What follows belongs to an exercise in optimizing a design on an open flow for small area, a short achievable clock period and few clock cycles per item; a production flow would make more cautious choices. Only simulation tests tie the RTL to the original design; equivalence was not proved. Power is estimated from default activity; no workload was simulated.

==> flow/design.v <==
`default_nettype none
module touch_edge_suppression_filter_core (
   input  wire logic        clock,
   input  wire logic        reset,
   input  wire logic        req_valid,
   output logic             req_ready,
   input  wire logic        req_operation,
   input  wire logic [3:0]  req_finger,
   input  wire logic [15:0] req_pos_x,
   input  wire logic [15:0] req_pos_y,
   input  wire logic [15:0] req_major_axis,
   input  wire logic [15:0] req_touch_pressure,
   output logic             rsp_valid,
   input  wire logic        rsp_ready,
   output logic             rsp_suppressed,
   output logic [3:0]       rsp_out_finger,
   output logic [15:0]      rsp_out_x,
   output logic [15:0]      rsp_out_y,
   output logic [15:0]      rsp_out_major,
   output logic [15:0]      rsp_out_pressure,
   input  wire logic        csr_valid,
   output logic             csr_ready,
   input  wire logic [2:0]  csr_index,
   input  wire logic [15:0] csr_data
);
   localparam int F = 10;
   logic [15:0] ew_ff, eh_ff, sw_ff, sh_ff;
   logic [7:0]  mt_ff;
   always_ff @(posedge clock) begin
      if (reset) begin
         ew_ff <= '0; eh_ff <= '0; mt_ff <= '0; sw_ff <= '1; sh_ff <= '1;
      end else if (csr_valid) begin
         case (csr_index)
            3'd0: ew_ff <= csr_data;
            3'd1: eh_ff <= csr_data;
            3'd2: mt_ff <= csr_data[7:0];
            3'd3: sw_ff <= csr_data;
            3'd4: sh_ff <= csr_data;
            default: ;
         endcase
      end
   end
   assign csr_ready = 1'b1;
   logic [63:0] so_ff [F];    
   logic [63:0] sn_ff [F];
   logic [1:0]  cnt_ff [F];
   logic [F-1:0] rel_ff;
   logic        q_valid, q_op;
   logic [3:0]  q_f;
   logic [63:0] q_p;
   logic        e_valid, e_op, e_vf, e_zone, e_mov, e_res, e_agf;
   logic [3:0]  e_f;
   logic [63:0] e_p, e_old;
   logic signed [16:0] e_dx1, e_dy1, e_dx2, e_dy2;
   logic        rspv_ff, rsp_sup_ff;
   logic [3:0]  rsp_f_ff;
   logic [63:0] rsp_d_ff;
   logic e_fire, r_adv;
   assign r_adv     = !e_valid || e_fire;
   assign req_ready = !q_valid || r_adv;
   always_ff @(posedge clock) begin
      if (reset) q_valid <= 1'b0;
      else if (req_ready) q_valid <= req_valid;
      if (req_ready) begin
         q_op <= req_operation;
         q_f  <= req_finger;
         q_p  <= {req_pos_x, req_pos_y, req_major_axis, req_touch_pressure};
      end
   end
   logic [1:0]  e_cnt;           
   logic        e_rel;
   logic [63:0] rd_o, rd_n;
   logic [1:0]  rd_cnt;
   logic        fwd, q_vf;
   always_comb begin
      rd_o = '0; rd_n = '0; rd_cnt = '0;
      for (int i = 0; i < F; i++) begin
         if (q_f == 4'(i)) begin
            rd_o = so_ff[i]; rd_n = sn_ff[i]; rd_cnt = cnt_ff[i];
         end
      end
   end
   assign q_vf = (q_f < 4'd10);
   assign fwd  = e_valid && (e_f == q_f);
   logic [15:0] ox, oy, nx, ny, qx, qy;
   logic [63:0] r_old;
   assign ox = fwd ? rd_n[63:48] : rd_o[63:48];
   assign oy = fwd ? rd_n[47:32] : rd_o[47:32];
   assign nx = fwd ? e_p[63:48]  : rd_n[63:48];
   assign ny = fwd ? e_p[47:32]  : rd_n[47:32];
   assign qx = q_p[63:48];
   assign qy = q_p[47:32];
   assign r_old = fwd ? ((e_cnt != 2'd0) ? rd_n : e_p)
                      : ((rd_cnt == 2'd2) ? rd_o : rd_n);
   logic signed [17:0] sox, soy, snx, sny, sqx, sqy;
   logic signed [17:0] dx1, dy1, dx2, dy2, dx3, dy3, lim;
   assign sox = {2'b0, ox};
   assign soy = {2'b0, oy};
   assign snx = {2'b0, nx};
   assign sny = {2'b0, ny};
   assign sqx = {2'b0, qx};
   assign sqy = {2'b0, qy};
   assign dx1 = snx - sox;
   assign dy1 = sny - soy;
   assign dx2 = sqx - sox;
   assign dy2 = sqy - soy;
   assign dx3 = sqx - snx;
   assign dy3 = sqy - sny;
   assign lim = {10'b0, mt_ff};
   logic r_mov, r_zone;
   assign r_mov = (((dx1 > lim) || (dy1 > lim)) && ((dx3 > lim) || (dy3 > lim)))
               || (((dx1 < -lim) || (dy1 < -lim)) && ((dx3 < -lim) || (dy3 < -lim)));
   logic signed [17:0] sw_s, sh_s, ew_s, eh_s, sw_e, sh_e;
   assign sw_s = {2'b0, sw_ff};
   assign sh_s = {2'b0, sh_ff};
   assign ew_s = {2'b0, ew_ff};
   assign eh_s = {2'b0, eh_ff};
   assign sw_e = sw_s - ew_s;
   assign sh_e = sh_s - eh_s;
   assign r_zone = ((qx < ew_ff) || (sw_e < sqx)) && (sh_e < sqy);
   function automatic logic mag_lt(input logic signed [17:0] a, input logic signed [17:0] b);
      logic signed [18:0] s, d;
      s = 19'(a) + 19'(b);
      d = 19'(a) - 19'(b);
      if (b > 0) mag_lt = (s > 0) && (d < 0);
      else if (b < 0) mag_lt = (s < 0) && (d > 0);
      else mag_lt = 1'b0;
   endfunction
   logic r_res, r_agf, zx1, zx2, z1, z2, sg1, sg2;
   assign zx1 = (dx1 == 0);
   assign zx2 = (dx2 == 0);
   assign z1  = mag_lt(dy1, dx1);
   assign z2  = mag_lt(dy2, dx2);
   assign sg1 = dy1[17] ^ dx1[17];
   assign sg2 = dy2[17] ^ dx2[17];
   always_comb begin
      r_res = 1'b1;
      r_agf = 1'b0;
      if (zx1 && zx2) r_agf = 1'b1;
      else if (zx1) r_agf = z2;
      else if (zx2) r_agf = z1;
      else if (z1 && z2) r_agf = 1'b1;
      else if (z1 || z2) r_agf = 1'b0;
      else if (sg1 != sg2) r_agf = 1'b0;
      else r_res = 1'b0;
   end
   always_ff @(posedge clock) begin
      if (reset) e_valid <= 1'b0;
      else if (r_adv) e_valid <= q_valid;
      if (r_adv) begin
         e_op   <= q_op;
         e_f    <= q_f;
         e_vf   <= q_vf;
         e_p    <= q_p;
         e_old  <= r_old;
         e_zone <= r_zone;
         e_mov  <= r_mov;
         e_res  <= r_res;
         e_agf  <= r_agf;
         e_dx1  <= dx1[16:0];
         e_dy1  <= dy1[16:0];
         e_dx2  <= dx2[16:0];
         e_dy2  <= dy2[16:0];
      end
   end
   always_comb begin
      e_cnt = '0; e_rel = 1'b0;
      for (int i = 0; i < F; i++) begin
         if (e_f == 4'(i)) begin
            e_cnt = cnt_ff[i]; e_rel = rel_ff[i];
         end
      end
   end
   logic check, full, slope, agree, hold, need_wait, rsp_ok;
   logic d_busy, d_done, d_agree;
   assign check     = e_vf && !e_op && !e_rel;
   assign full      = (e_cnt == 2'd2);
   assign slope     = check && e_zone && full && e_mov;
   assign agree     = e_res ? e_agf : d_agree;
   assign hold      = check && e_zone && !(slope && agree);
   assign need_wait = slope && !e_res && !d_done;
   assign rsp_ok    = !rspv_ff || rsp_ready;
   assign e_fire    = e_valid && !need_wait && rsp_ok;
   always_ff @(posedge clock) begin
      if (reset) begin
         rel_ff <= '0;
         for (int i = 0; i < F; i++) cnt_ff[i] <= '0;
      end else if (e_fire && e_vf) begin
         for (int i = 0; i < F; i++) begin
            if (e_f == 4'(i)) begin
               if (e_op) begin
                  cnt_ff[i] <= '0; rel_ff[i] <= 1'b0;
               end else if (!e_rel) begin
                  if (hold) cnt_ff[i] <= (e_cnt == 2'd2) ? 2'd2 : e_cnt + 2'd1;
                  else begin
                     cnt_ff[i] <= '0; rel_ff[i] <= 1'b1;
                  end
               end
            end
         end
      end
   end
   always_ff @(posedge clock) begin
      for (int i = 0; i < F; i++) begin
         if (e_fire && hold && e_f == 4'(i)) begin
            so_ff[i] <= sn_ff[i];
            sn_ff[i] <= e_p;
         end
      end
   end
   always_ff @(posedge clock) begin
      if (reset) rspv_ff <= 1'b0;
      else if (e_fire && !e_op) rspv_ff <= 1'b1;
      else if (rsp_ready) rspv_ff <= 1'b0;
      if (e_fire && !e_op) begin
         rsp_sup_ff <= hold;
         rsp_f_ff   <= e_f;
         if (hold) rsp_d_ff <= '0;
         else if (check && e_cnt != 2'd0) rsp_d_ff <= e_old;
         else rsp_d_ff <= e_p;
      end
   end
   assign rsp_valid = rspv_ff;
   assign rsp_suppressed = rsp_sup_ff;
   assign rsp_out_finger = rsp_f_ff;
   assign {rsp_out_x, rsp_out_y, rsp_out_major, rsp_out_pressure} = rsp_d_ff;
   logic [15:0] a1, b1, a2, b2;
   assign a1 = 16'(e_dy1[16] ? -e_dy1 : e_dy1);
   assign b1 = 16'(e_dx1[16] ? -e_dx1 : e_dx1);
   assign a2 = 16'(e_dy2[16] ? -e_dy2 : e_dy2);
   assign b2 = 16'(e_dx2[16] ? -e_dx2 : e_dx2);
   function automatic logic [3:0] msb16(input logic [15:0] v);
      msb16 = '0;
      for (int i = 0; i < 16; i++) if (v[i]) msb16 = 4'(i);
   endfunction
   logic [3:0] k1, k2, kk;
   logic far;
   assign k1 = msb16(a1) - msb16(b1);
   assign k2 = msb16(a2) - msb16(b2);
   assign kk = (k1 > k2) ? k1 : k2;
   assign far = (k1 > k2) ? (k1 - k2 > 4'd1) : (k2 - k1 > 4'd1);
   logic [15:0] rem1, rem2;
   logic [3:0]  d_i;
   logic [15:0] sh1, sh2;
   logic [16:0] t1, t2;
   logic [17:0] tr1, tr2;
   logic        qb1, qb2;
   assign sh1 = (a1 >> kk) >> 1;       
   assign sh2 = (a2 >> kk) >> 1;
   assign t1  = {rem1, a1[d_i]};
   assign t2  = {rem2, a2[d_i]};
   assign tr1 = {1'b0, t1} - {2'b0, b1};
   assign tr2 = {1'b0, t2} - {2'b0, b2};
   assign qb1 = !tr1[17];
   assign qb2 = !tr2[17];
   always_ff @(posedge clock) begin
      if (reset || e_fire) begin
         d_busy <= 1'b0;
         d_done <= 1'b0;
         d_agree <= 1'b0;
      end else if (e_valid && slope && !e_res && !d_busy && !d_done) begin
         if (far) begin
            d_done <= 1'b1;
            d_agree <= 1'b0;
         end else begin
            d_busy <= 1'b1;
            rem1 <= sh1;
            rem2 <= sh2;
            d_i  <= kk;
         end
      end else if (d_busy) begin
         rem1 <= qb1 ? tr1[15:0] : t1[15:0];
         rem2 <= qb2 ? tr2[15:0] : t2[15:0];
         d_i  <= d_i - 4'd1;
         if (qb1 != qb2) begin
            d_busy <= 1'b0; d_done <= 1'b1; d_agree <= 1'b0;
         end else if (d_i == 4'd0) begin
            d_busy <= 1'b0; d_done <= 1'b1; d_agree <= 1'b1;
         end
      end
   end
endmodule
`default_nettype wire
==> flow/run.sh <==
#!/bin/bash
# synth_recipe.tcl (not shown) runs the flow's synth.tcl, then flattens the netlist and writes it again
# the make line also repeats each setting of config.mk as NAME=value (left out here)
make -C /OpenROAD-flow-scripts/flow DESIGN_CONFIG=/design/flow/config.mk WORK_HOME=/design/flow/orfs CLKGATE_MAP_FILE= SYNTH_SCRIPT=/design/flow/synth_recipe.tcl finish
==> flow/config.mk <==
export PLATFORM = sky130hd
export DESIGN_NAME = touch_edge_suppression_filter_core
export DESIGN_NICKNAME = touch_edge_suppression_filter_core
export VERILOG_FILES = /design/flow/design.v
export SDC_FILE = /design/flow/constraint.sdc
export NUM_CORES = 4
export LEC_CHECK = 0
export CAP_MARGIN = 20
export CORE_MARGIN = 2
export CORE_UTILIZATION = 40
export PLACE_DENSITY = 0.6
export SLEW_MARGIN = 20
==> flow/constraint.sdc <==
create_clock -name core_clock -period 5.0 [get_ports {clock}]
set_input_delay 1.0000 -clock core_clock [delete_from_list [all_inputs] [get_ports {clock}]]
set_output_delay 1.0000 -clock core_clock [all_outputs]
set_load 0.01 [all_outputs]
==> results.json <==
{
  "synth_fp_nets": 7564,
  "synth.distinct_cells": 116,
  "synth_simple_gate_area_share_pct": 9.43,
  "synth_top_cell_area_share_pct": 58.3,
  "worst-setup-path-type": "flip-flop to flip-flop",
  "synthTopCellsByArea": "edfxtp_1 58%, ha_1 5.5%, a21oi_1 3.4%, nand2_1 2.9%, dfxtp_1 2.5%",
  "finalHoldViolCount": 0,
  "wl_met1_um": 126000,
  "core_area_mm2": 0.212,
  "die-height_um": 466,
  "ff2ff_setup_slack_ns": -2.53,
  "ys_ff_latch": 1768,
  "grtUsageTotal_pct": 25.2,
  "cts_buffer_depth": 3,
  "synth_edf_count": 1660,
  "critPathCaptureType": "flip-flop",
  "rsz0062_at_grt": "yes",
  "fin_crit_sh_pct": 151,
  "p_leak_nw": 42.6,
  "drt_iter0_markers": 6218,
  "fin_tns_setup_ns": -101.61,
  "fmax_ghz": 0.133,
  "worstHoldPathType": "flip-flop to flip-flop",
  "clkTransAtPathRegs_ns": 0.06,
  "cp.required_ns": 5.54,
  "layout-drive-gt1-share_pct": 28.9,
  "max-cap-violations": 0,
  "synthFlopType": "edfxtp_1",
  "fin_ws_ns": -2.53,
  "io_pins": 165,
  "cpMostUsedCell": "buf_4",
  "antenna_found_initial": 4,
  "tritoncts": "done",
  "start_kind": "flip-flop",
  "avgSynthCellArea_um2": 12.1,
  "synth_area_mm2": 0.0855,
  "setup_viol": 87,
  "routed.top_layer": "met5",
  "p_per_area_mw_per_mm2": 775,
  "synth.largest_area_cell": "edfxtp_1",
  "synth_cells": 7076,
  "synth-xor-area-share_pct": 2.07,
  "max_stage_delay_ns": 0.49,
  "vias_per_cell": 5.63,
  "skew_ns": 0.114,
  "cp_max_fo": 7,
  "worstPathArrival_ns": 8.07,
  "first_pass_iters": 7,
  "numCtsBuffers": 185,
  "grt_overflow": 0,
  "dieWidth_um": 466,
  "status": "complete, but fails checks",
  "crit_family": "compound AO/OA/AOI/OAI gates",
  "num_rows": 169,
  "async_flop_share_pct": 0,
  "check.faults": "setup timing",
  "period_minus_slack_ns": 7.53,
  "fin_nets": 9234,
  "fill_cells": 17920,
  "cts_num_sinks": 1768,
  "synth_compound_area_share_pct": 15.6,
  "grt_pass1_wl_um": 413000,
  "finalWeightedCongestion": 0.973,
  "post-place-ws_ns": -3.25,
  "grt_pass1_vias": 64850,
  "muxShareOfSynthArea_pct": 2.83,
  "start_util_pct": 40.3,
  "die_area_mm2": 0.218,
  "antenna_left": 0,
  "ir_drop_uv": 2600,
  "clock_latency_ns": 0.89,
  "yosys.area_share.adder_pct": 6.04,
  "cts_max_level": 4,
  "num_vias": 65980,
  "drv_slew": 0,
  "drcViolationCount": 0,
  "syn_to_final_growth_pct": 32.2,
  "path_buf_inv": 6,
  "ys_warn_count": 4,
  "p_total_w": 0.0876,
  "wl_met3_um": 17500,
  "wl_met2_um": 129000,
  "mostFrequentLayoutCell": "edfxtp_1",
  "cpMaxStageDelayCell": "or4b_4",
  "ys_seq_area_share_pct": 60.8,
  "finalWirelength_um": 283000,
  "slew_headroom_pct": 30.8,
  "holdBufCountCts": 0,
  "cts_root_buf": "clkbuf_16",
  "detail_route.wl_per_cell_um": 24.1,
  "synth_top_family_by_area": "compound AO/OA/AOI/OAI gates",
  "final_cell_mix": "1660 x edfxtp_1, 1454 x buf_4, 616 x nand2_1",
  "io_buffers": 163,
  "worstMarginPinSlew_ns": 1.04,
  "grt_start_max_net_pins": 106,
  "detailed_place_hpwl_um": 197000
}
[timing repair]
item	4_1_cts	5_1_grt
pin swaps	207	247
buffers inserted	210	101
resized for setup	529	409
gates cloned	18	3
endpoints found under the setup margin	106	104
[flip-flops by register name, summed over array words and instances, names as in the netlist, 17 cells and up]
name	flops
e_dx2	17
cnt_ff	20
q_p	64
e_dy2	17
e_dy1	17
rsp_d_ff	64
e_p	64
e_old	64
sn_ff	640
e_dx1	17
so_ff	640
[metal layers]
layer  vias to the layer above  global-route usage, %
met4                         2                   8.59
met3                       420                   3.14
met1                     33066                   36.0
met5                         -                      0
li1                      30160                      -
met2                      2332                   39.6
[final timing paths]
| kind | cells past startpoint | end | from |
|---|---|---|---|
| min reg2reg | 0 | so_ff[5][45]$_DFFE_PP_ | sn_ff[5][45]$_DFFE_PP_ |
| max | 36 | e_res$_SDFFCE_PP1P_ | q_f[0]$_DFFE_PP_ |
| min | 0 | so_ff[5][45]$_DFFE_PP_ | sn_ff[5][45]$_DFFE_PP_ |
| max reg2reg | 36 | e_res$_SDFFCE_PP1P_ | q_f[0]$_DFFE_PP_ |
[cells by family after synthesis]
kind of cell,after synthesis
xor+xnor,199
other cells,1
compound gates,2038
flops,1768
fa+ha+maj,404
buf+inv,694
simple gates,1742
mux,230
[where the power goes]
group	internal [W]	leakage, nW	switching, W
combinational	0.0286	23.5	0.0281
sequential	0.0169	16.2	0.000403
clock	0.00751	2.87	0.00603
[synthesized netlist by cell type, drive strengths merged, types with 17 or more instances]
library cell,number
a21o,51
a31oi,113
buf,93
o21bai,28
nor4,25
a221oi,60
dfxtp,108
a211oi,192
a222oi,28
nand2,653
or3,38
nand4,31
clkbuf,258
o21ai,330
mux2i,207
xnor2,118
or2,20
o22ai,28
fa,17
nor3,61
xor2,80
and3,36
a21oi,589
and2,22
edfxtp,1660
nand3,86
o21a,99
o31ai,40
nand2b,65
a21boi,60
ha,378
a22oi,228
nor2b,92
nor2,508
nand3b,58
inv,343
o211ai,46
[per-stage QoR]
stage	util, %	hold slack [ns]	cells	instance area [µm²]
5_1_grt	53.2	0.406	11719	113000
3_3_place_gp	47.5	0.400	11085	101000
3_5_place_dp	47.5	0.405	11085	101000
6_report	53.2	0.384	11721	113000
4_1_cts	52.2	0.390	11635	111000
2_1_floorplan	-	0.400	7076	85800
[layout make-up]
class                   instances  area [µm²]  area share [%]
flip-flops and latches       1768       52000            46.0
clock inverters               114        1190            1.06
diodes                          7        17.5          0.0155
multi-input cells            4614       34000            30.1
well taps                    2821        3530            3.12
clock buffers                 220        4770            4.22
repair buffers               1834       16200            14.3
inverters                     343        1300            1.15
Testbench counts, summed over its fixed seeds: cycles 12,970, items 12,020.

[what the ideal ports hide]
In the flow no input, the clock included, has a driving cell. The finished layout below was timed again as built, in two steps.
Step 1: set_driving_cell puts a clkbuf_16 on clock and a buf_2 on each other input, an assumption about the parent block.
Step 2 times the ports against the registers' clock, not the clock port: input delays grow and output delays shrink by t, the midpoint of the rising clock arrivals with the driver on.
a / b / c = ideal ports / drivers / drivers and shift; a / b = the first two.
shift t [ns]: 0.936
setup WS [ns]: -2.534 / -2.534 / -2.534
clock arrival spread, ns: 0.115 / 0.114
For this run, drivers alone change the setup slack by 0.000 ns; drivers and shift together by 0.000 ns.
